From an optimization exercise on the open Yosys and OpenROAD flow, aimed at small area and a short achievable clock period; shortcuts taken in it are not production practice. Only simulation tests tie the RTL to the original design; equivalence was not proved.

pepper:
## md_unit
module md_unit (
    input  logic        clk,
    input  logic        reset,
    input  logic        start,
    input  logic        cancel,
    input  logic [2:0]  op,
    input  logic [31:0] a,
    input  logic [31:0] b,
    output logic        busy,
    output logic [31:0] hi,
    output logic [31:0] lo
);
    logic        idle;      
    logic        dv;        
    logic        sg;        
    logic [3:0]  cnt;       
    logic        bprev;     
    logic        aneg_r;    
    logic [31:0] m;         
    logic [33:0] ph;        
    logic [31:0] pl;        
    logic        last, bprev_n, aneg_n;
    logic [33:0] ph_n;
    logic [31:0] pl_n, hi_r, lo_r;
    md_dp u_dp (
        .busy(!idle), .dv(dv), .sg(sg), .cnt(cnt), .bprev(bprev), .aneg_r(aneg_r),
        .m(m), .ph(ph), .pl(pl), .hi(hi), .lo(lo),
        .last(last), .ph_n(ph_n), .pl_n(pl_n), .bprev_n(bprev_n), .aneg_n(aneg_n),
        .hi_r(hi_r), .lo_r(lo_r)
    );
    logic go, mthi, mtlo;
    assign go   = start && !cancel && idle;
    assign mthi = go && (op == 3'd5);
    assign mtlo = go && (op == 3'd6);
    logic run;
    assign run = go && (op != 3'd0) && (op[2:1] != 2'b11) && (op != 3'd5);
    always_ff @(posedge clk) begin
        if (reset) begin
            busy <= 1'b0;
            idle <= 1'b1;
            hi   <= '0;
            lo   <= '0;
        end else begin
            hi <= mthi ? a : hi_r;
            lo <= mtlo ? a : lo_r;
            if (!idle) begin
                busy <= !last;
                idle <= last;
            end else begin
                busy <= run;
                idle <= !run;
            end
        end
    end
    always_ff @(posedge clk) begin
        if (idle) begin
            m     <= b;
            pl    <= a;
            ph    <= '0;
            cnt   <= '0;
            bprev <= 1'b0;
            dv    <= op[2] | (op[1] & op[0]);    
            sg    <= (op == 3'd1) || (op == 3'd3);
        end else begin
            cnt    <= cnt + 4'd1;
            ph     <= ph_n;
  ...
Settings: LEC_CHECK=0, ABC_AREA=1, CAP_MARGIN=20, CORE_MARGIN=2, CORE_UTILIZATION=40, SLEW_MARGIN=20, SYNTH_HIERARCHICAL=1, SYNTH_MINIMUM_KEEP_SIZE=2000; clock period 100.0 ns.
standard.sh (not shown) runs the stock make flow with config.mk's settings and CLKGATE_MAP_FILE= SYNTH_SCRIPT=/design/flow/synth_recipe.tcl, a recipe that flattens the netlist after the stock synthesis.
==> flow/flow/run.sh <==
#!/bin/bash
# The standard layout (standard.sh) with these changes:
#  - synthesis maps with ORFS's ABC area script without its upsize step (flow/abc_area.script),
#  - the ports get plain buffers (buf_1) instead of delay cells,
#  - clock tree synthesis uses a clkbuf_16 root, clkbuf_8 elsewhere, and no dummy loads.
# Tool output: standard_make.log here and ORFS's own logs under orfs/logs.
set -euo pipefail
W=$(pwd)
rm -rf "$W/orfs_scripts"
cp -r "$FLOW_HOME/scripts" "$W/orfs_scripts"
cp "$W/flow/abc_area.script" "$W/orfs_scripts/abc_area.script"
export SCRIPTS_DIR="$W/orfs_scripts"
export BUFFER_PORTS_ARGS="-buffer_cell sky130_fd_sc_hd__buf_1"
export CTS_ARGS="-sink_clustering_enable -repair_clock_nets -dont_use_dummy_load -root_buf sky130_fd_sc_hd__clkbuf_16 -buf_list sky130_fd_sc_hd__clkbuf_8 -sink_clustering_size 40 -sink_clustering_max_diameter 200 -sink_clustering_levels 1"
bash standard.sh > standard_make.log 2>&1
==> flow/flow/abc_area.script <==
strash
dch
map -B 0.9
topo
stime -c
buffer -c
dnsize -c
For tundra, these inputs were changed with respect to pepper:
- changing CORE_UTILIZATION from 40 to 60
--- a/flow/flow/run.sh
+++ b/flow/flow/run.sh
@@ -13,3 +13,3 @@
 export BUFFER_PORTS_ARGS="-buffer_cell sky130_fd_sc_hd__buf_1"
-export CTS_ARGS="-sink_clustering_enable -repair_clock_nets -dont_use_dummy_load -root_buf sky130_fd_sc_hd__clkbuf_16 -buf_list sky130_fd_sc_hd__clkbuf_8 -sink_clustering_size 40 -sink_clustering_max_diameter 200 -sink_clustering_levels 1"
+export CTS_ARGS="-sink_clustering_enable -repair_clock_nets -dont_use_dummy_load -root_buf sky130_fd_sc_hd__clkbuf_16 -buf_list sky130_fd_sc_hd__clkbuf_8"
 bash standard.sh > standard_make.log 2>&1
Results
Result for tundra and pepper: all clean. Per the comparison of tundra with pepper, starting density of the core shows an increase of 21 points, post-route met1 wirelength shows a reduction of about 7%. From pepper to tundra the numbers moved as follows: utilization now larger; cell area down 1.2%; depth of the worst register-to-register path shows an increase of about 1.2%. Between pepper and tundra, the flow reports number of well-tap cells placed decreasing by more than a quarter. Measured against tundra, the count of standard-cell rows of pepper comes out at 1.2 times the reference value. From tundra to pepper, TritonCTS buffer count did not move at all.
Modified inputs, willow compared to tundra
- swapping 60 for 40 in CORE_UTILIZATION
--- a/flow/flow/run.sh
+++ b/flow/flow/run.sh
@@ -13,3 +13,3 @@
 export BUFFER_PORTS_ARGS="-buffer_cell sky130_fd_sc_hd__buf_1"
-export CTS_ARGS="-sink_clustering_enable -repair_clock_nets -dont_use_dummy_load -root_buf sky130_fd_sc_hd__clkbuf_16 -buf_list sky130_fd_sc_hd__clkbuf_8"
+export CTS_ARGS="-sink_clustering_enable -repair_clock_nets -dont_use_dummy_load -root_buf sky130_fd_sc_hd__clkbuf_16 -buf_list sky130_fd_sc_hd__clkbuf_16 -sink_clustering_size 40 -sink_clustering_max_diameter 200"
 bash standard.sh > standard_make.log 2>&1
==> comparison <==
The worst setup path startpoint comes out hi[4] in one run and hi[1] in the other, namely in willow and tundra respectively. On design area: between willow and tundra, it ends up higher for willow. Summary of willow over tundra: pin slew with the least headroom to its limit now larger, starting utilization of the core area now smaller.
Input-level comparison between harbor and willow:
--- a/flow/flow/run.sh
+++ b/flow/flow/run.sh
@@ -13,3 +13,3 @@
 export BUFFER_PORTS_ARGS="-buffer_cell sky130_fd_sc_hd__buf_1"
-export CTS_ARGS="-sink_clustering_enable -repair_clock_nets -dont_use_dummy_load -root_buf sky130_fd_sc_hd__clkbuf_16 -buf_list sky130_fd_sc_hd__clkbuf_16 -sink_clustering_size 40 -sink_clustering_max_diameter 200"
+export CTS_ARGS="-sink_clustering_enable -repair_clock_nets -dont_use_dummy_load -root_buf sky130_fd_sc_hd__clkbuf_16 -buf_list sky130_fd_sc_hd__clkbuf_8"
 bash standard.sh > standard_make.log 2>&1
--- outcome ---
Met1 track demand over resource, willow and harbor: smaller value in willow
harbor has slew of the pin with the lowest slew margin above what willow had.
[compare] base=willow new=harbor: number of sequential cells flat; fraction of area in clock buffers and inverters down 0.85 points.
~same layout cell share with drive strength beyond 1 in willow and harbor
In harbor, register-to-register slack is higher than in willow.
harbor ended up with met5 as its top layer reached by signal wires; willow ended up with met4.
Summary of harbor over willow: aggregate routed wire length barely changed, final instance area dropped 1.0%.

==> what the ideal ports hide <==
Ports are ideal in the flow. The routed layouts listed here were re-timed in OpenROAD.
Step 1 assumes that a clkbuf_16 drives the clock port and a buf_2 every other input.
Step 2 adds t to the input delays and takes it off the output delays; t is the mean of the earliest and latest rising clock arrival at the registers after step 1. Input paths then give back, and output paths get back, about the clock's delay inside the block.
a / b / c = no drivers / after step 1 / after step 2; a / b = the first two.
| run | shift t [ns] | setup slack, ns | worst hold slack (ns) | worst setup path at the end |
|---|---|---|---|---|
| pepper | 0.493 | 78.944 / 78.890 / 78.628 | 0.485 / 0.485 / 0.485 | input to register |
| tundra | 0.451 | 79.001 / 78.945 / 78.605 | 0.502 / 0.502 / 0.502 | input to register |
| willow | 0.540 | 78.911 / 78.857 / 78.636 | 0.483 / 0.483 / 0.483 | input to register |
| harbor | 0.493 | 78.944 / 78.890 / 78.628 | 0.485 / 0.485 / 0.485 | input to register |
After both steps setup and hold are still met in every run listed. The setup slack of tundra, which loses most, moves by -0.056 ns with the drivers and by -0.396 ns with both steps.
